From an optimization exercise on the open Yosys and OpenROAD flow, aimed at small area; shortcuts taken in it are not production practice.
Only simulation tests tie the RTL to the original design; equivalence was not proved.
No activity file was given, so power comes from the tool's default toggle rates.

## design.v

```verilog
package procesador_multiciclo_pkg;
   typedef enum logic [2:0] {FETCH, DECODE, EXEC, MEMACC, WB, HALT} state_t;
   typedef enum logic [2:0] {ALU_ADD, ALU_SUB, ALU_AND, ALU_OR, ALU_SLT} alu_op_t;
   localparam logic [5:0] OP_RTYPE = 6'h00;
   localparam logic [5:0] OP_ADDI  = 6'h08;
   localparam logic [5:0] OP_LW    = 6'h23;
   localparam logic [5:0] OP_SW    = 6'h2B;
   localparam logic [5:0] OP_BEQ   = 6'h04;
   localparam logic [5:0] OP_J     = 6'h02;
   localparam logic [5:0] FN_ADD = 6'h20;
   localparam logic [5:0] FN_SUB = 6'h22;
   localparam logic [5:0] FN_AND = 6'h24;
   localparam logic [5:0] FN_OR  = 6'h25;
   localparam logic [5:0] FN_SLT = 6'h2A;
   function automatic logic es_legal(input logic [5:0] op, input logic [5:0] fn);
      case (op)
         OP_RTYPE: es_legal = (fn == FN_ADD) || (fn == FN_SUB) || (fn == FN_AND) ||
                              (fn == FN_OR)  || (fn == FN_SLT);
         OP_ADDI, OP_LW, OP_SW, OP_BEQ, OP_J: es_legal = 1'b1;
         default: es_legal = 1'b0;
      endcase
   endfunction
endpackage
module banco_reg_param #(
   parameter int DW = 32
) (
   input  logic          clk,
   input  logic          rst_n,
   input  logic [4:0]    ra1,
   input  logic [4:0]    ra2,
   output logic [DW-1:0] rd1,
   output logic [DW-1:0] rd2,
   input  logic          we,
   input  logic [4:0]    wa,
   input  logic [DW-1:0] wd
);
   logic [31:0][DW-1:0] regs;
   always_ff @(posedge clk or negedge rst_n) begin
      if (!rst_n)                 regs     <= '0;
      else if (we && wa != 5'd0)  regs[wa] <= wd;
   end
   assign rd1 = (ra1 == 5'd0) ? '0 : regs[ra1];
   assign rd2 = (ra2 == 5'd0) ? '0 : regs[ra2];
endmodule
module procesador_multiciclo #(
   parameter int            DW       = 32,
   parameter int            AW       = 8,
   parameter logic [AW-1:0] RESET_PC = '0
) (
   input  logic          clk,
   input  logic          rst_n,
   output logic          mem_req,
   output logic          mem_we,
   output logic [AW-1:0] mem_addr,
   output logic [DW-1:0] mem_wdata,
   input  logic [DW-1:0] mem_rdata,
   input  logic          mem_ack,
   output logic          halted,
   output logic [AW-1:0] pc_dbg
);
   procesador_multiciclo_pkg::state_t        state, state_nx;
   logic          run;
   logic [AW-1:0] pc, target, jt;
   logic [31:0]   ir;
   logic [DW-1:0] a, b, aluout, mdr;
   logic [DW-1:0] rd1, rd2, simm, opb, alu_y;
   procesador_multiciclo_pkg::alu_op_t       aop;
   wire [5:0]  op  = ir[31:26];
   wire [4:0]  rs  = ir[25:21];
   wire [4:0]  rt  = ir[20:16];
   wire [4:0]  rd  = ir[15:11];
   wire [15:0] imm = ir[15:0];
   assign simm = {{(DW-16){imm[15]}}, imm};
   banco_reg_param #(.DW(DW)) u_rf (
      .clk   (clk),
      .rst_n (rst_n),
      .ra1   (rs),
      .ra2   (rt),
      .rd1   (rd1),
      .rd2   (rd2),
      .we    (state == procesador_multiciclo_pkg::WB),
      .wa    ((op == procesador_multiciclo_pkg::OP_RTYPE) ? rd : rt),
      .wd    ((op == procesador_multiciclo_pkg::OP_LW) ? mdr : aluout)
   );
   always_comb begin
      aop = procesador_multiciclo_pkg::ALU_ADD;
      if (op == procesador_multiciclo_pkg::OP_RTYPE) begin
         case (imm[5:0])
            procesador_multiciclo_pkg::FN_SUB:  aop = procesador_multiciclo_pkg::ALU_SUB;
            procesador_multiciclo_pkg::FN_AND:  aop = procesador_multiciclo_pkg::ALU_AND;
            procesador_multiciclo_pkg::FN_OR:   aop = procesador_multiciclo_pkg::ALU_OR;
            procesador_multiciclo_pkg::FN_SLT:  aop = procesador_multiciclo_pkg::ALU_SLT;
            default: aop = procesador_multiciclo_pkg::ALU_ADD;
         endcase
      end
      opb = (op == procesador_multiciclo_pkg::OP_RTYPE) ? b : simm;
      case (aop)
         procesador_multiciclo_pkg::ALU_SUB: alu_y = a - opb;
         procesador_multiciclo_pkg::ALU_AND: alu_y = a & opb;
         procesador_multiciclo_pkg::ALU_OR:  alu_y = a | opb;
         procesador_multiciclo_pkg::ALU_SLT: alu_y = {{(DW-1){1'b0}}, ($signed(a) < $signed(opb))};
         default: alu_y = a + opb;
      endcase
   end
   generate
      if (AW > 28) begin : g_jt_hi
         assign jt = {pc[AW-1:28], ir[25:0], 2'b00};
      end else begin : g_jt_lo
         assign jt = {ir[AW-3:0], 2'b00};
      end
   endgenerate
   always_comb begin
      state_nx = state;
      case (state)
         procesador_multiciclo_pkg::FETCH:  if (run && mem_ack) state_nx = procesador_multiciclo_pkg::DECODE;
         procesador_multiciclo_pkg::DECODE: state_nx = procesador_multiciclo_pkg::es_legal(op, imm[5:0]) ? procesador_multiciclo_pkg::EXEC : procesador_multiciclo_pkg::HALT;
         procesador_multiciclo_pkg::EXEC: begin
            case (op)
               procesador_multiciclo_pkg::OP_BEQ, procesador_multiciclo_pkg::OP_J: state_nx = procesador_multiciclo_pkg::FETCH;
               procesador_multiciclo_pkg::OP_LW, procesador_multiciclo_pkg::OP_SW: state_nx = procesador_multiciclo_pkg::MEMACC;
               default:      state_nx = procesador_multiciclo_pkg::WB;
            endcase
         end
         procesador_multiciclo_pkg::MEMACC: if (mem_ack) state_nx = (op == procesador_multiciclo_pkg::OP_SW) ? procesador_multiciclo_pkg::FETCH : procesador_multiciclo_pkg::WB;
         procesador_multiciclo_pkg::WB:     state_nx = procesador_multiciclo_pkg::FETCH;
         procesador_multiciclo_pkg::HALT:   state_nx = procesador_multiciclo_pkg::HALT;
         default: state_nx = procesador_multiciclo_pkg::FETCH;
      endcase
   end
   always_comb begin
      mem_req   = 1'b0;
      mem_we    = 1'b0;
      mem_addr  = '0;
      mem_wdata = '0;
      if (run && state == procesador_multiciclo_pkg::FETCH) begin
         mem_req  = 1'b1;
         mem_addr = pc;
      end else if (run && state == procesador_multiciclo_pkg::MEMACC) begin
         mem_req  = 1'b1;
         mem_addr = AW'(aluout);
         if (op == procesador_multiciclo_pkg::OP_SW) begin
            mem_we    = 1'b1;
            mem_wdata = b;
         end
      end
   end
   always_ff @(posedge clk or negedge rst_n) begin
      if (!rst_n) begin
         state  <= procesador_multiciclo_pkg::FETCH;
         run    <= 1'b0;
         pc     <= RESET_PC;
         target <= '0;
         ir     <= '0;
         a      <= '0;
         b      <= '0;
         aluout <= '0;
         mdr    <= '0;
      end else begin
         run   <= 1'b1;
         state <= state_nx;
         case (state)
            procesador_multiciclo_pkg::FETCH: if (run && mem_ack) begin
               ir <= mem_rdata[31:0];
               pc <= pc + AW'(4);
            end
            procesador_multiciclo_pkg::DECODE: begin
               a      <= rd1;
               b      <= rd2;
               target <= pc + AW'(simm << 2);
            end
            procesador_multiciclo_pkg::EXEC: begin
               aluout <= alu_y;
               if (op == procesador_multiciclo_pkg::OP_BEQ && a == b) pc <= target;
               if (op == procesador_multiciclo_pkg::OP_J)             pc <= jt;
            end
            procesador_multiciclo_pkg::MEMACC: if (mem_ack && op == procesador_multiciclo_pkg::OP_LW) mdr <= mem_rdata;
            default: ;
         endcase
      end
   end
   assign halted = (state == procesador_multiciclo_pkg::HALT);
   assign pc_dbg = pc;
endmodule
```

## constraint.sdc

```tcl
create_clock -name core_clock -period 6.5 [get_ports {clk}]
set_input_delay 1.3000 -clock core_clock [delete_from_list [all_inputs] [get_ports {clk}]]
set_output_delay 1.3000 -clock core_clock [all_outputs]
set_load 0.01 [all_outputs]
```

## config.mk

```make
export PLATFORM = sky130hd
export DESIGN_NAME = procesador_multiciclo
export DESIGN_NICKNAME = procesador_multiciclo
export VERILOG_FILES = /design/flow/design.v
export SDC_FILE = /design/flow/constraint.sdc
export NUM_CORES = 4
export LEC_CHECK = 0
export CAP_MARGIN = 20
export CORE_MARGIN = 2
export CORE_UTILIZATION = 40
export SLEW_MARGIN = 20
```

## run.sh

```bash
#!/bin/bash
# synth_recipe.tcl (not shown) runs the flow's synth.tcl, then flattens the netlist and writes it again
# the make line also repeats each setting of config.mk as NAME=value (left out here)
make -C /OpenROAD-flow-scripts/flow DESIGN_CONFIG=/design/flow/config.mk WORK_HOME=/design/flow/orfs CLKGATE_MAP_FILE= SYNTH_SCRIPT=/design/flow/synth_recipe.tcl finish
```

==> impl_metrics.json <==
{
  "path_class": "reg -> reg",
  "placementRows": 148,
  "portBuffers": 85,
  "maxSlewHeadroom": 0.2157,
  "timing.setup.tns_ns": 0,
  "pwr-share-seq": 0.329,
  "cts_made_buffers": 135,
  "avgSynthCellArea_um2": 10.46,
  "synth-edff-count": 0,
  "hold_class": "reg -> reg",
  "holdBufCountCts": 0,
  "p_switching_uw": 16020,
  "wl_per_cell_um": 26.91,
  "synthDistinctLibCells": 80,
  "cts_sinks": 1204,
  "startpoint_type": "register",
  "layout_commonest_cell": "dfrtp_1",
  "clk_pin_slew_ns": 0.06,
  "path_cells": "nor3_2 -> and2_2 -> buf_4 -> nor3_1 -> o21a_1 -> ha_1 -> or4_1 -> nor3_2 -> nand3_4 -> nand2_1 -> o21ai_1",
  "overflow": 0,
  "mostFrequentLayoutCells": "dfrtp_1 (1193), a21oi_1 (925), nor2_1 (830)",
  "core_area_mm2": 0.1628,
  "syn2layout_area_growth_pct": 11.13,
  "antenna_found_initial": 6,
  "grt_pass1_wl_um": 332800,
  "powerDensity_mw_per_mm2": 515.0,
  "fillers": 15013,
  "grt_pass1_vias": 49956,
  "fin_crit_ns": 5.105,
  "status": "complete, no violations",
  "startpoint": "ir[26]$_DFFE_PN0P_",
  "routed_wl_um": 222800,
  "leakagePower_uw": 0.03112,
  "async_flop_share": 1.000,
  "final_nets": 6140,
  "internal-power_uw": 21540,
  "p_sw_frac": 0.4265,
  "r2r-start": "ir[26]$_DFFE_PN0P_",
  "die_y_um": 409.0,
  "routed_via_density": 6.074,
  "syn_area_mm2": 0.06562,
  "hpwl_um": 131900,
  "critical-path-top-delay-family": "simple AND/OR/NAND/NOR gates",
  "rsz0062_at_grt": "false",
  "endpoint_kind": "register",
  "dr.pass1.iters": 8,
  "total_power_uw": 37560,
  "hp-start": "u_rf.regs[20]$_DFFE_PN0P_",
  "clock_skew_ns": 0.03969,
  "ys_seq_elements": 1204,
  "ant_nets": 0,
  "io_pins": 86,
  "routabilityCongestion": 0.9520,
  "synth_nets": 6417,
  "cp.arrival_ns": 5.73,
  "clk_latency_ns": 0.80,
  "ys_warn_count": 2,
  "critical_path_required_ns": 7.12,
  "die_w_um": 409.0,
  "drive_above_1_share": 0.1679,
  "gr-usage-all-layers": 0.2655,
  "maxCapViolCount": 0,
  "cts-resized-gates": 0,
  "die_area_mm2": 0.1673,
  "comb_power_share": 0.459,
  "critPathBufInv": 1,
  "synth-main-ff-cell": "dfrtp_1",
  "grt_max_degree": 164,
  "start_util": 0.4031,
  "p_clk_frac": 0.213,
  "critical_path.max_fanout": 64,
  "finalHoldViolCount": 0,
  "ys_seq_area_frac": 0.4591,
  "via_count": 50297,
  "cts_max_level": 4,
  "clockBufferDepth": 3,
  "clockRootBuffer": "clkbuf_16",
  "cts_tree": "done",
  "ir_drop_uv": 450.7,
  "postCtsSetupRepairBufs": 0,
  "slowest_stage": "nand3_4",
  "drtIter0Drc": 5355,
  "reg2reg_slack_ns": 1.40,
  "critPathMaxStageDelay_ns": 0.95,
  "fmax_mhz": 195.9,
  "finalSetupViolCount": 0,
  "slew_viol_final": 0,
  "fin_crit_sh": 0.7854,
  "synthCells": 6274,
  "crit_path_frequent_cell": "nor3_2",
  "drc": 0,
  "worst_slew_pin_slew_ns": 1.176
}
Yosys cell counts (all sizes together), types with 28 or more instances:
cell / number / area share
inv: 109 / 0.0062
and2: 40 / 0.0038
nor3: 56 / 0.0046
o221ai: 77 / 0.010
a21oi: 925 / 0.071
dfrtp: 1204 / 0.46
clkbuf: 379 / 0.022
mux2i: 264 / 0.040
and3: 30 / 0.0029
a21o: 37 / 0.0042
o22ai: 102 / 0.0097
nand3: 28 / 0.0026
buf: 245 / 0.018
o21ai: 490 / 0.037
nor2: 833 / 0.048
ha: 105 / 0.020
xnor2: 48 / 0.0064
nand2: 476 / 0.027
mux2: 130 / 0.022
mux4: 451 / 0.15
power groups by stage:
stage	Clock, uW	Sequential, uW	Combinational [uW]
2_1_floorplan	0	11100	12400
6_report	7990	12300	17200
5_1_grt	8410	12600	18500
3_3_place_gp	0	12200	16700
3_5_place_dp	0	12400	16900
4_1_cts	8090	12300	17000
metrics by stage:
| step | cells | setup slack (ns) | utilization | area [um2] | hold WS [ns] |
|---|---|---|---|---|---|
| global placement | 8028 | 1.547 | 0.4187 | 68150 | 0.3804 |
| floorplan | 6274 | 2.169 | - | 65620 | 0.4401 |
| global route | 8279 | 1.066 | 0.4480 | 72920 | 0.4150 |
| detailed placement | 8030 | 1.473 | 0.4190 | 68200 | 0.3859 |
| CTS | 8274 | 1.365 | 0.4473 | 72800 | 0.3984 |
| finish | 8281 | 1.395 | 0.4480 | 72920 | 0.3994 |
state kept, by name, summed over array words and instances, names as in the netlist, 3 cells and up:
name       cells
u_rf.regs   1024
a             32
aluout        32
b             32
ir            32
mdr           32
pc             8
target         8
state          3
worst reg2reg max path: stages (launching register included):
cell	delay [ns]
dfrtp_1	0.41
nor3_2	0.29
and2_2	0.58
buf_4	0.44
nor3_1	0.10
o21a_1	0.22
ha_1	0.21
or4_1	0.49
nor3_2	0.78
nand3_4	0.95
nand2_1	0.38
o21ai_1	0.10
cells by family after synthesis:
family,Yosys count,synth area share
flops,1204,0.4591
buf+inv,733,0.04630
other cells,1,0.00005715
compound gates,1782,0.1514
fa+ha+maj,108,0.02094
mux,845,0.2174
simple gates,1547,0.09757
xor+xnor,54,0.007207
metal layers:
metal,global-route usage,up-vias,wire [um]
li1,-,22207,-
met4,0.1087,4,9236
met1,0.3625,25527,93300
met2,0.4132,2072,101900
met5,0,-,22
met3,0.05476,487,18400
cell type report:
class                      instances  area [um2]  share of cell area
sequential                      1204       30170              0.4137
clock inverter                    46       601.8            0.008253
clock buffer                     198        3999             0.05484
timing repair buffer             210        2130             0.02920
inverter                         109       409.1            0.005611
antenna                            2       5.005          0.00006863
multi-input combinational       4337       32890              0.4510
tap                             2175        2721             0.03732
path summary, 6_finish.rpt:
kind,end,cells after the start
min in group asynchronous,u_rf.regs[540]$_DFFE_PN0P_,1
setup / recovery,u_rf.regs[262]$_DFFE_PN0P_,11
hold / removal,u_rf.regs[20]$_DFFE_PN0P_,0
setup reg to reg,u_rf.regs[262]$_DFFE_PN0P_,11
max in group asynchronous,u_rf.regs[199]$_DFFE_PN0P_,2
hold reg to reg,u_rf.regs[20]$_DFFE_PN0P_,0

==> what the ideal ports hide <==
The flow's constraints put no driver on any port. The routed layout listed below was extracted and timed again, unchanged, in two steps.
Step 1: set_driving_cell puts a clkbuf_16 on clk and a buf_2 on each other input, an assumption about the parent block.
Step 2 adds t to the input delays and takes it off the output delays; t is the mean of the earliest and latest rising clock arrival at the registers after step 1. Input paths then give back, and output paths get back, about the clock's delay inside the block.
Slacks: ideal ports / drivers / drivers and shift; pairs: ideal ports / drivers.
t, ns: 0.861
setup WS [ns]: 1.395 / 1.319 / 1.395
clock arrival spread, ns: 0.040 / 0.040
pins driven straight from the clock port: 1
After both steps setup and hold are still met in this run. The setup slack of this run moves by -0.076 ns with the drivers and by 0.000 ns with both steps.
